What follows belongs to an exercise in optimizing a design on an open flow for small area; a production flow would make more cautious choices. The RTL was checked by simulation tests, not by an equivalence proof against the original design. Power figures rest on the tool's default switching activity, not on a simulated workload.

<file path="design.v">
module sd_spi_ctrl (
    input  logic                      clk,
    input  logic                      rst_n,
    input  logic [512-1:0] write_data,
    input  logic                      write_data_ready,
    output logic [512-1:0] read_data,
    output logic                      read_ready,
    output logic                      ready,
    output logic                      error,
    output logic                      spi_clk,
    output logic                      spi_cs_n,
    output logic                      spi_mosi,
    input  logic                      spi_miso
);
    localparam logic [3:0] st_powerup  = 4'b0000;
    localparam logic [3:0] st_r7_tail  = 4'b0001;
    localparam logic [3:0] st_rd_token = 4'b0010;
    localparam logic [3:0] st_rd_data  = 4'b0011;
    localparam logic [3:0] st_wr_data  = 4'b0100;
    localparam logic [3:0] st_wr_resp  = 4'b0101;
    localparam logic [3:0] st_wr_busy  = 4'b0110;
    localparam logic [3:0] st_error    = 4'b0111;
    localparam logic [3:0] st_cmd0     = 4'b1000;
    localparam logic [3:0] st_cmd8     = 4'b1001;
    localparam logic [3:0] st_cmd55    = 4'b1010;
    localparam logic [3:0] st_acmd41   = 4'b1011;
    localparam logic [3:0] st_cmd16    = 4'b1100;
    localparam logic [3:0] st_rd_cmd   = 4'b1101;
    localparam logic [3:0] st_wr_cmd   = 4'b1110;
    localparam logic [3:0] st_wr_wait  = 4'b1111;
    logic [3:0]   state;
    logic [3:0]   state_nx;
    logic [2:0]   div;
    logic         busy;
    logic [3:0]   half_cnt;
    logic [9:0]   cnt;
    logic [7:0]   rx;
    logic         rx_zero;
    logic         rx_one;
    logic         sample;
    logic [25:0]  addr;
    logic         carry;
    logic         rot_state;
    logic         rot_inc;
    logic         rot_step;
    logic         v2;
    logic [512-1:0] blk;
    logic         is_cmd;
    logic         div_last;
    logic         byte_end;
    logic         in_frame;
    logic         fast;
    logic         decide;
    logic         advance;
    logic         rx_ff;
    logic         rx_00;
    logic         rx_01;
    logic         wr_token;
    logic         cap;
    logic         shift;
    logic         hold;
    logic [47:0]  frame;
    logic [7:0]   tx_byte;
    logic         tx_bit;
    assign is_cmd   = state == st_cmd0  || state == st_cmd8  || state == st_cmd55 ||
                      state == st_acmd41 || state == st_cmd16 || state == st_rd_cmd ||
                      state == st_wr_cmd;
    assign ready    = (state == st_wr_wait);
    assign error    = (state == st_error);
    assign spi_cs_n = (state == st_powerup) || error;
    assign spi_clk  = busy && half_cnt[0];
    assign read_ready = ready && cnt[6];
    assign read_data = blk;
    assign div_last = (div == 3'd4);
    assign wr_token = (cnt[6:0] == '0);
    assign byte_end = busy && div_last && (half_cnt == 4'hF);
    assign decide   = !busy && (div == 3'd1);
    assign rx       = blk[7:0];
    assign rx_ff    = !rx_zero;
    assign rx_00    = !rx_one;
    assign rx_01    = (rx == 8'h01);
    assign in_frame = (cnt[9:3] == '0) && !(cnt[2] && cnt[1]);
    assign fast     = is_cmd && (in_frame || (rx_ff && !(&{cnt[9:5], cnt[3:2], cnt[0]})));
    always_ff @(posedge clk or negedge rst_n) begin
        if (!rst_n) begin
            div      <= 3'd2;
            busy     <= 1'b0;
            half_cnt <= '0;
        end else begin
            if (div_last) begin
                div  <= (byte_end && fast) ? 3'd3 : 3'd0;
                busy <= !byte_end;
            end else if (!(ready || error)) begin
                div <= div + 1'b1;
            end
            if (busy && div_last) begin
                half_cnt <= half_cnt + 1'b1;
            end
        end
    end
    assign sample = busy && div_last && !half_cnt[0];
    always_ff @(posedge clk) begin
        if (sample) begin
            rx_zero <= (half_cnt != 4'd0 && rx_zero) || !spi_miso;
            rx_one  <= (half_cnt != 4'd0 && rx_one) || spi_miso;
        end
    end
    always_comb begin
        case (state)
            st_cmd0:   frame = {2'b01, 6'd0,  32'd0,               8'h95};
            st_cmd8:   frame = {2'b01, 6'd8,  32'h0000_01AA,       8'h87};
            st_cmd55:  frame = {2'b01, 6'd55, 32'd0,               8'h01};
            st_acmd41: frame = {2'b01, 6'd41, 1'b0, v2, 30'd0,     8'h01};
            st_cmd16:  frame = {2'b01, 6'd16, 32'd64, 8'h01};
            st_rd_cmd: frame = {2'b01, 6'd17, addr, 6'd0,          8'h01};
            default:   frame = {2'b01, 6'd24, addr, 6'd0,          8'h01};
        endcase
        case (cnt[2:0])
            3'd0:    tx_byte = frame[47:40];
            3'd1:    tx_byte = frame[39:32];
            3'd2:    tx_byte = frame[31:24];
            3'd3:    tx_byte = frame[23:16];
            3'd4:    tx_byte = frame[15:8];
            default: tx_byte = frame[7:0];
        endcase
        if (is_cmd) begin
            tx_bit = !in_frame || tx_byte[~half_cnt[3:1]];
        end else if (state == st_wr_data) begin
            tx_bit = wr_token ? (half_cnt[3:1] != 3'd7) : blk[512-1];
        end else begin
            tx_bit = 1'b1;
        end
    end
    assign spi_mosi = !busy || tx_bit;
    always_comb begin
        state_nx = state;
        case (state)
            st_powerup:  if (cnt[6] && cnt[3:0] == 4'hF) state_nx = st_cmd0;
            st_cmd0:     state_nx = rx_01 ? st_cmd8 : st_error;
            st_cmd8:     state_nx = rx_01 ? st_r7_tail : st_error;
            st_r7_tail:  if (cnt[1:0] == 2'd3) state_nx = st_cmd55;
            st_cmd55:    state_nx = (rx[7:1] == '0) ? st_acmd41 : st_error;
            st_acmd41: begin
                if (rx_00) begin
                    state_nx = st_cmd16;
                end else if (rx_01 && !(&{addr[10:6], addr[4]})) begin
                    state_nx = st_cmd55;
                end else begin
                    state_nx = st_error;
                end
            end
            st_cmd16:    state_nx = rx_00 ? st_rd_cmd : st_error;
            st_rd_cmd:   state_nx = rx_00 ? st_rd_token : st_error;
            st_wr_cmd:   state_nx = rx_00 ? st_wr_data : st_error;
            st_rd_token: begin
                if (rx == 8'hFE) state_nx = st_rd_data;
                else if (&cnt) state_nx = st_error;
            end
            st_rd_data:  if (&cnt[5:0]) state_nx = st_wr_wait;
            st_wr_data:  if (cnt[6]) state_nx = st_wr_resp;
            st_wr_resp: begin
                if (!rx_ff) begin
                    state_nx = (rx[4:0] == 5'h05) ? st_wr_busy : st_error;
                end else if (cnt[9:5] == 5'h1F && cnt[2:0] == 3'h7) begin
                    state_nx = st_error;
                end
            end
            st_wr_busy:  if (rx_ff) state_nx = st_rd_cmd;
            default:     state_nx = st_error;
        endcase
    end
    assign advance = (state_nx != state);
    always_ff @(posedge clk or negedge rst_n) begin
        if (!rst_n) begin
            state      <= st_powerup;
            cnt        <= '0;
        end else begin
            if (ready && write_data_ready) begin
                state <= st_wr_cmd;
            end else if (decide) begin
                state <= state_nx;
            end
            if ((decide && advance && state != st_rd_data) || ready) begin
                cnt <= '0;
            end else if (decide || (byte_end && is_cmd)) begin
                cnt <= cnt + 1'b1;
            end
        end
    end
    always_ff @(posedge clk) begin
        if (decide) begin
            if (state == st_r7_tail) begin
                v2 <= cnt[0] ? (v2 && rx == 8'hAA) : rx_01;
            end
        end
    end
    assign rot_state = state == st_powerup || state == st_cmd16 ||
                       state == st_acmd41 || state == st_wr_data;
    assign rot_inc   = state == st_acmd41 || state == st_wr_data;
    assign rot_step  = rot_state && busy && div_last && half_cnt[0] &&
                       cnt[9:2] == '0 && (cnt[1:0] != 2'd3 || half_cnt[3:2] == 2'd0);
    always_ff @(posedge clk) begin
        if (rot_step) begin
            addr  <= {rot_inc && (addr[0] ^ carry), addr[25:1]};
            carry <= addr[0] && carry;
        end else if (!rot_state) begin
            carry <= 1'b1;
        end
    end
    assign cap   = ready && write_data_ready;
    assign shift = (sample && state != st_wr_cmd && state != st_wr_data) ||
                   (busy && div_last && half_cnt[0] && state == st_wr_data && !wr_token);
    assign hold  = !cap && !shift;
    always_ff @(posedge clk) begin
        blk <= ({512{cap}}   & write_data) |
               ({512{shift}} & {blk[512-2:0], spi_miso}) |
               ({512{hold}}  & blk);
    end
endmodule
</file>
<file path="flow/run.sh">
#!/bin/bash
# Standard synthesis and floorplan, then an area-oriented re-mapping of the
# combinational logic (restructure.tcl), then the rest of the standard layout
# with buf_1 port buffers, pins placed one track apart, a clock tree of larger
# sink clusters without dummy loads.
set -euo pipefail
export BUFFER_PORTS_ARGS="-buffer_cell sky130_fd_sc_hd__buf_1"
export PLACE_PINS_ARGS="-min_distance 1 -min_distance_in_tracks"
export CTS_ARGS="-sink_clustering_enable -repair_clock_nets -dont_use_dummy_load -buf_list {sky130_fd_sc_hd__clkbuf_8 sky130_fd_sc_hd__clkbuf_16} -sink_clustering_size 28 -sink_clustering_max_diameter 100"
WORK_HOME=$(grep -o 'WORK_HOME=[^ ]*' standard.sh | head -1 | cut -d= -f2 | tr -d "'")
export RESULTS=$WORK_HOME/results/sky130hd/sd_spi_ctrl/base
bash standard.sh synth > synth_flow.log 2>&1
bash standard.sh "$RESULTS/2_1_floorplan.odb" > floorplan_flow.log 2>&1
mkdir -p rmp_work
python3 flow/filter_lib.py "$FLOW_HOME/platforms/sky130hd/lib/sky130_fd_sc_hd__tt_025C_1v80.lib" rmp_work/rmp.lib \
  sky130_fd_sc_hd__probe_p_8 sky130_fd_sc_hd__probec_p_8 "sky130_fd_sc_hd__lpflow_*" > filter_lib.log 2>&1
openroad -no_init -exit flow/restructure.tcl > restructure.log 2>&1
bash standard.sh > standard_flow.log 2>&1
</file>
<file path="flow/filter_lib.py">
#!/usr/bin/env python3
"""Copy a liberty file without the cells whose names match the given patterns.

usage: filter_lib.py IN.lib OUT.lib PATTERN...
"""
import fnmatch
import re
import sys

src, dst, pats = sys.argv[1], sys.argv[2], sys.argv[3:]
text = open(src).read()
out = []
pos = 0
dropped = 0
for m in re.finditer(r'\n\s*cell\s*\(\s*"?([\w]+)"?\s*\)\s*\{', text):
    if m.start() < pos:
        continue
    name = m.group(1)
    if not any(fnmatch.fnmatch(name, p) for p in pats):
        continue
    # Find the matching closing brace of this cell group
    depth = 0
    i = m.end() - 1
    while True:
        c = text[i]
        if c == '{':
            depth += 1
        elif c == '}':
            depth -= 1
            if depth == 0:
                break
        i += 1
    out.append(text[pos:m.start()])
    pos = i + 1
    dropped += 1
out.append(text[pos:])
open(dst, 'w').write(''.join(out))
print("filter_lib.py: dropped %d cells" % dropped)
</file>
<file path="flow/restructure.tcl">
# Area-oriented re-mapping of the combinational logic of the floorplanned
# netlist, written back in place. ABC maps to rmp_work/rmp.lib, the platform's
# liberty without its don't-use cells (filter_lib.py). Registers are left as they are. If the
# re-mapped netlist uses a don't-use cell or changes the registers, the
# floorplan is kept unchanged.
set P $::env(FLOW_HOME)/platforms/sky130hd
set R $::env(RESULTS)
set dont_use {sky130_fd_sc_hd__probe_p_8 sky130_fd_sc_hd__probec_p_8 sky130_fd_sc_hd__lpflow_*}
read_liberty $P/lib/sky130_fd_sc_hd__tt_025C_1v80.lib
read_db $R/2_1_floorplan.odb
read_sdc $R/2_1_floorplan.sdc
source $P/setRC.tcl
set_dont_use $dont_use

proc registers {} {
  set regs {}
  foreach inst [[ord::get_db_block] getInsts] {
    set m [[$inst getMaster] getName]
    if {[string match "*__df*" $m] || [string match "*__edf*" $m] || [string match "*__sdf*" $m]} {
      lappend regs "[$inst getName] $m"
    }
  }
  return [lsort $regs]
}

set before [registers]
report_design_area
file mkdir rmp_work
restructure -target area -liberty_file rmp_work/rmp.lib \
  -tielo_port sky130_fd_sc_hd__conb_1/LO -tiehi_port sky130_fd_sc_hd__conb_1/HI \
  -work_dir rmp_work
report_design_area

set ok 1
if {[registers] ne $before} {
  puts "restructure.tcl: registers changed, keeping the floorplan as it was"
  set ok 0
}
foreach inst [[ord::get_db_block] getInsts] {
  set m [[$inst getMaster] getName]
  foreach pat $dont_use {
    if {[string match $pat $m]} {
      puts "restructure.tcl: don't-use cell $m, keeping the floorplan as it was"
      set ok 0
    }
  }
}
if {$ok} {
  write_db $R/2_1_floorplan.odb
  puts "restructure.tcl: floorplan re-mapped"
}
</file>
<file path="standard.sh">
#!/bin/bash
# synth_recipe.tcl (not shown) runs the flow's synth.tcl, then flattens the netlist and writes it again
# the make line also repeats each setting of config.mk as NAME=value (left out here)
make -C /OpenROAD-flow-scripts/flow DESIGN_CONFIG=/design/flow/config.mk WORK_HOME=/design/flow/orfs CLKGATE_MAP_FILE= SYNTH_SCRIPT=/design/flow/synth_recipe.tcl "${@:-finish}"
</file>
<file path="config.mk">
export PLATFORM = sky130hd
export DESIGN_NAME = sd_spi_ctrl
export DESIGN_NICKNAME = sd_spi_ctrl
export VERILOG_FILES = /design/flow/design.v
export SDC_FILE = /design/flow/constraint.sdc
export NUM_CORES = 4
export LEC_CHECK = 0
export CAP_MARGIN = 3
export CORE_AREA = 5 5 225 225
export DIE_AREA = 0 0 230 230
export SLEW_MARGIN = 3
</file>
<file path="constraint.sdc">
create_clock -name core_clock -period 5.0 [get_ports {clk}]
set_input_delay 1.0000 -clock core_clock [delete_from_list [all_inputs] [get_ports {clk}]]
set_output_delay 1.0000 -clock core_clock [all_outputs]
set_load 0.01 [all_outputs]
</file>
==> results of run 1 <==
-- where the power goes --
part / switching (mW) / internal (mW) / total (mW)
logic: 0.0728 / 0.0974 / 0.170
clock network: 1.41 / 0.866 / 2.28
registers: 0.00224 / 4.53 / 4.53
total: 1.49 / 5.49 / 6.98
-- synth_stat cells, drive strengths merged (3+ instances only) --
master / count / area, sq um
a21o: 3 / 22.5
a21oi: 28 / 144
a222oi: 8 / 80.1
a22oi: 512 / 3840
a31oi: 6 / 37.5
a41oi: 4 / 35.0
and2: 5 / 31.3
and3: 7 / 43.8
buf: 92 / 783
clkbuf: 102 / 383
dfrtp: 21 / 526
dfxtp: 512 / 10200
edfxtp: 30 / 901
ha: 11 / 138
inv: 523 / 1960
mux2: 4 / 45.0
nand2: 31 / 116
nand2b: 9 / 56.3
nand3: 18 / 90.1
nand3b: 4 / 30.0
nand4: 9 / 56.3
nor2: 21 / 78.8
nor2b: 7 / 43.8
nor3: 6 / 30.0
nor3b: 5 / 42.5
nor4: 4 / 25.0
nor4b: 3 / 26.3
o2111ai: 5 / 43.8
o21a: 3 / 22.5
o21ai: 533 / 3940
o221ai: 3 / 32.5
o31ai: 4 / 30.0
or4: 4 / 30.0
xnor2: 7 / 61.3
xor2: 5 / 43.8
-- logic make-up after synthesis --
| group | after synthesis | share of synthesized area, % |
|---|---|---|
| compound gates | 1123 | 34.4 |
| flops | 564 | 48.1 |
| xor+xnor | 12 | 0.432 |
| buf+inv | 719 | 12.9 |
| simple gates | 145 | 3.32 |
| mux | 5 | 0.226 |
| fa+ha+maj | 11 | 0.566 |
-- final timing paths --
path	slack, ns	endpoint	start	cells after the start
min reg2reg	0.46	addr[20]	addr[21]	0
min in group core_clock	0.46	addr[20]	addr[21]	0
max	0.69	spi_mosi	cnt[0]	10
min	0.40	half_cnt[0]	rst_n	2
max reg2reg	1.19	blk[231]	state[0]	10
max in group asynchronous	4.30	div[1]	rst_n	2
-- layer usage --
layer,up-vias,GRT usage [%]
li1,9642,-
met1,10907,40.7
met2,1586,49.5
met3,446,17.6
met4,30,22.3
met5,-,0.460
-- final cells by class --
cell class / instances / area share (%)
diodes: 61 / 0.590
clock buffers: 24 / 2.32
inverters: 564 / 8.21
multi-input cells: 718 / 24.7
flip-flops and latches: 564 / 45.2
well taps: 615 / 2.97
repair buffers: 1054 / 15.9
-- sequential cells by signal (all words and copies together) (netlist names) --
signal / flops
half_cnt: 4
busy: 1
rx_zero: 1
state: 4
div: 3
rx_one: 1
blk: 512
addr: 26
carry: 1
cnt: 10
v2: 1
-- per-stage QoR --
stage | cell area (sq um) | std cells | hold WS (ns) | utilization [%] | power, mW
after floorplan | 24300 | 2579 | 0.426 | - | 4.63
after global placement | 25100 | 3515 | 0.436 | 52.5 | 4.79
after detailed placement | 25100 | 3515 | 0.438 | 52.5 | 4.80
after CTS | 25700 | 3539 | 0.384 | 53.7 | 7.04
after global routing | 25800 | 3585 | 0.398 | 54.0 | 7.20
final | 25900 | 3600 | 0.398 | 54.1 | 6.98
==> reports/qor.txt, run 1 <==
PwrDens - 270 nW/um^2
Die X - 230 microns
syn_area_per_cell - 9.43 sq um
P&R area growth vs syn - 6.39%
DP Worst Slack - 1.41 ns
placed wire-length estimate - 74.8 mm
slowest stage delay, CP - 0.59 ns
commonest non-fill, non-tap cell in the layout - buf_1
EDFF count, synth - 30
Buffers & Inverters on Critical Path - 3
post-synthesis cell count - 2579
maxcap violations - 0
crit-path leading delay family - simple AND/OR/NAND/NOR gates
multi-input logic area - 6390 sq um
worst-path maximum fanout - 11
Layout fillers - 4625
library cells used by synthesis - 66
met2 WL post-DR - 41.5 mm
met3 WL - 14.1 mm
Mapped Area - 24300 sq um
worst endpoint required time - 4.00 ns
RSZ-0062 raised after global routing - false
Critical-path top delay cell - nor2_1
crit share post-route - 86.2%
# IOs - 1034
DRT iter0 DRCs - 4181
initial antenna violation count - 69
Via density - 6.28
commonest cells after routing, fill and taps aside - buf_1, clkinv_1, a222oi_1
Initial Util - 50.8%
#FFs+latches synth - 564
LEAKAGE - 8.87 nW
routed vias - 22611
Top cell by count, worst path - clkinv_1
Crit. End Element - primary output
cells along the critical path - clkinv_1, nor2_1, clkinv_1, o22ai_1, nand2_1, o32ai_1, a311oi_1, nor4_1, o41a_1, buf_1
layout cells sized above 1 - 1.71%
fmax - 0.232 GHz
DRT met1 WL - 35.6 mm
Net Count, Synth - 3106
Slew HR - 13.1%
post-CTS sizing - 0
Crit Path Class - reg2out
CTS Buf Count - 24
Main synth FF type - dfxtp_1
Final WS setup - 0.690 ns
Core Area - 47800 sq um
CTS H-tree depth - 1
first-pass GRT wire length - 141 mm
Placer Congestion - 1.07
Clock transition at path regs - 0.11 ns
asr flop ratio synth - 3.90%
hold buffer count at cts - 0
Total GRT Usage - 34.6%
status - complete, no violations
Root Driver - clkbuf_16
CTS tree - done
number of global-route vias before repair - 21214
Vert. Die Dim - 230 microns
Worst Max-Slew Pin Slew - 1.30 ns
Clock Skews - 0.0361 ns
ANT nets after route - 0
CTS sink count - 564
Nets - 3442
VDD IR max - 0.000340 V
Tmin final - 4.31 ns
setup tns final - 0 ns
setup violators final - 0
post-synthesis sequential area ratio - 48.1%
Post-route DRC - 0
Worst Hold Class - in2async
total die area - 52900 sq um
Top Layer Used - met5
global route total overflow - 0
worst-case clock buffer depth - 3
FF/Latch Area - 11700 sq um
Site Rows - 80
total wire length - 99.4 mm
Detailed Routing Iterations Pass 1 - 25
Worst EP arrival - 3.31 ns
WL/cell - 27.6 microns
Syn. warnings - 1
Max Slew Vio Count - 0
IO Port Bufs - 1033
# Post-CTS Setup Buffers - 0
CP Launch Type - flip-flop
final hold vios - 0
worst skew pair latency - 0.58 ns
largest net degree at the start of global routing - 272
==> inputs of run 2 (changes only) <==
--- a/config.mk
+++ b/config.mk
@@ -5,7 +5,7 @@
 export SDC_FILE = /design/flow/constraint.sdc
 export NUM_CORES = 4
 export LEC_CHECK = 0
-export CAP_MARGIN = 3
+export CAP_MARGIN = 10
 export CORE_AREA = 5 5 225 225
 export DIE_AREA = 0 0 230 230
-export SLEW_MARGIN = 3
+export SLEW_MARGIN = 10
==> reports/qor.txt, run 2 <==
status - complete, no violations (unchanged)
post-CTS sizing - 0 (unchanged)
routed vias - 22611 (unchanged)
DRT iter0 DRCs - 4181 (unchanged)
Worst EP arrival - 3.31 ns (about the same)
Crit. End Element - primary output (unchanged)
switching power - 1.49 mW (unchanged)
Total GRT Usage - 34.6% (unchanged)
Clock transition at path regs - 0.11 ns (about the same)
fin area - 25900 sq um (unchanged)
CTS tree - done (unchanged)
largest area contributor in the netlist - dfxtp_1 (unchanged)
final hold vios - 0 (unchanged)
Net Count, Synth - 3106 (unchanged)
Worst R2R Setup Slack - 1.19 ns (about the same)
Post-route DRC - 0 (unchanged)
PwrDens - 270 nW/um^2 (unchanged)
ANT nets after route - 0 (unchanged)
post-synthesis cell count - 2579 (unchanged)
max reg flops - 512 (unchanged)
share of the synthesized area in the top cell type - 42.2% (unchanged)
Worst Max-Slew Pin Slew - 1.30 ns (unchanged)
EDFF count, synth - 30 (unchanged)
cells along the critical path - clkinv_1, nor2_1, clkinv_1, o22ai_1, nand2_1, o32ai_1, a311oi_1, nor4_1, o41a_1, buf_1 (unchanged)
P&R area growth vs syn - 6.39% (unchanged)
Top cell by count, worst path - clkinv_1 (unchanged)
Detailed Routing Iterations Pass 1 - 25 (unchanged)
number of global-route vias before repair - 21214 (unchanged)
commonest non-fill, non-tap cell in the layout - buf_1 (unchanged)
Main synth FF type - dfxtp_1 (unchanged)
Root Driver - clkbuf_16 (unchanged)
first-pass GRT wire length - 141 mm (unchanged)
reg-to-reg endpoint - blk[231] (unchanged)
CTS H-tree depth - 1 (unchanged)
hold buffer count at cts - 0 (unchanged)
Via density - 6.28 (unchanged)
Int Power - 5.49 mW (unchanged)
placed wire-length estimate - 74.8 mm (unchanged)
total wire length - 99.4 mm (unchanged)
worst-case clock buffer depth - 3 (unchanged)
CTS sink count - 564 (unchanged)
Clock Skews - 0.0361 ns (unchanged)
global route total overflow - 0 (unchanged)
maxcap violations - 0 (unchanged)
sequential fraction of design power - 64.9% (about the same)
# IOs - 1034 (unchanged)
Nets - 3442 (unchanged)
crit-path leading delay family - simple AND/OR/NAND/NOR gates (unchanged)
worst-path maximum fanout - 11 (unchanged)
DP Worst Slack - 1.41 ns (unchanged)
Max Slew Vio Count - 0 (unchanged)
top cells by area, synth - dfxtp_1, a22oi_1, o21ai_2, inv_1, edfxtp_1 (unchanged)
Buffers & Inverters on Critical Path - 3 (unchanged)
commonest cells after routing, fill and taps aside - buf_1, clkinv_1, a222oi_1 (unchanged)
worst endpoint required time - 4.00 ns (about the same)
Final WS setup - 0.690 ns (unchanged)
Site Rows - 80 (unchanged)
count leader, synth - inv_1 (unchanged)
Worst Hold Class - in2async (unchanged)
largest registers - blk (512), addr (26), cnt (10) (unchanged)
RSZ-0062 raised after global routing - false (unchanged)
Placer Congestion - 1.07 (unchanged)
syn_area_per_cell - 9.43 sq um (unchanged)
total die area - 52900 sq um (unchanged)
Die X - 230 microns (unchanged)
CP Launch Type - flip-flop (unchanged)
R2R Path Start - state[0] (unchanged)
# Post-CTS Setup Buffers - 0 (unchanged)
Crit Path Class - reg2out (unchanged)
Mapped Area - 24300 sq um (unchanged)
WL/cell - 27.6 microns (unchanged)
Vert. Die Dim - 230 microns (unchanged)
Sw Ratio - 21.3% (unchanged)
#FFs+latches synth - 564 (unchanged)
setup violators final - 0 (unchanged)
layout cells sized above 1 - 1.71% (unchanged)
setup tns final - 0 ns (unchanged)
fmax - 0.232 GHz (unchanged)
Slew HR - 13.1% (unchanged)
post-synthesis sequential area ratio - 48.1% (unchanged)
library cells used by synthesis - 66 (unchanged)
clock share of power - 32.6% (about the same)
initial antenna violation count - 69 (unchanged)
CTS Buf Count - 24 (unchanged)
synth cell count leaders - inv_1, a22oi_1, dfxtp_1 (unchanged)
Core Area - 47800 sq um (unchanged)
IO Port Bufs - 1033 (unchanged)
largest net degree at the start of global routing - 272 (unchanged)
slowest stage delay, CP - 0.59 ns (about the same)
Tmin final - 4.31 ns (unchanged)
Syn. warnings - 1 (unchanged)
DP Area - 25100 sq um (unchanged)
Initial Util - 50.8% (unchanged)
worst skew pair latency - 0.58 ns (about the same)
asr flop ratio synth - 3.90% (unchanged)
Biggest register - blk (unchanged)
Logic pwr share - 2.4% (about the same)
VDD IR max - 0.000340 V (unchanged)
cells on worst reg2reg path - 10 (unchanged)
LEAKAGE - 8.87 nW (unchanged)
Critical-path top delay cell - nor2_1 (unchanged)
crit share post-route - 86.2% (unchanged)
==> run 2: cell counts in the layout (fill, tap and decap cells not counted) <==
No cell type changed its count.
==> run 2: layout make-up <==
cell class / instances / area (sq um)
fillers: 4625 / 22000
inverters: 564 / 2120
multi-input cells: 718 / 6390
clock buffers: 24 / 601
diodes: 61 / 153
repair buffers: 1054 / 4120
flip-flops and latches: 564 / 11700
well taps: 615 / 769
==> run 2: worst max-delay path by stage <==
stage | startpoint | end | slack [ns] | cells after the start
2_1_floorplan | cnt[4] | addr[0] | 0.44 | 3
3_3_place_gp | state[0] | blk[173] | 1.43 | 10
3_5_place_dp | cnt[0] | spi_mosi | 1.41 | 10
4_1_cts | cnt[0] | spi_mosi | 0.76 | 10
5_1_grt | cnt[0] | spi_mosi | 0.38 | 10
6_report | cnt[0] | spi_mosi | 0.69 | 10
==> run 2: cells by family after synthesis <==
logic type	after synthesis	share of synthesized area, %
flip-flops	564	48.1
adder cells (fa/ha/maj)	11	0.566
buffers and inverters	719	12.9
XOR/XNOR	12	0.432
multiplexers	5	0.226
AND/OR/NAND/NOR	145	3.32
AO/OA/AOI/OAI	1123	34.4
==> run 2: stage by stage <==
step                total power, mW  utilization [%]  hold slack [ns]  std cells
floorplan                      4.63                -            0.426       2579
global placement               4.79             52.5            0.436       3515
detailed placement             4.80             52.5            0.438       3515
CTS                            7.04             53.7            0.384       3539
global route                   7.20             54.0            0.398       3585
finish                         6.98             54.1            0.398       3600
==> run 2: power groups by stage <==
stage | clock [mW] | sequential (mW) | combinational [mW]
CTS | 2.34 | 4.53 | 0.169
finish | 2.28 | 4.53 | 0.170
detailed placement | 0 | 4.63 | 0.167
floorplan | 0 | 4.63 | 0.000440
global placement | 0 | 4.63 | 0.163
global route | 2.48 | 4.53 | 0.190
==> run 2: layer usage <==
layer  vias to the layer above  global-route usage [%]  wire length [microns]
li1                       9642                       -                      -
met3                       446                    17.6                  14100
met2                      1586                    49.5                  41500
met5                         -                   0.460                    218
met1                     10907                    40.7                  35600
met4                        30                    22.3                   8000

==> what the ideal ports hide <==
In the flow no input, the clock included, has a driving cell. The finished layouts below were timed again as built, in two steps.
Step 1 (the two cells are an assumption about what drives the block):
set clk [get_ports {clk}]
set_driving_cell -lib_cell sky130_fd_sc_hd__clkbuf_16 $clk
set_driving_cell -lib_cell sky130_fd_sc_hd__buf_2 [delete_from_list [all_inputs] $clk]
Step 2, shift: input delay + t, output delay - t, t = (earliest + latest rising clock arrival at the registers) / 2. This alone moves slack from input paths to output paths.
a / b / c = ideal ports / drivers / drivers and shift; a / b = the first two.
| run | t (ns) | slack for setup (ns) | hold WS [ns] | worst data-port slew with drivers (ns) | pins driven straight from the clock port |
|---|---|---|---|---|---|
| run 1 | 0.632 | 0.690 / 0.630 / 1.192 | 0.398 / 0.364 / 0.465 | 0.18 | 1 |
| run 2 | 0.632 | 0.690 / 0.630 / 1.192 | 0.398 / 0.364 / 0.465 | 0.18 | 1 |
After both steps setup and hold are still met in every run listed.
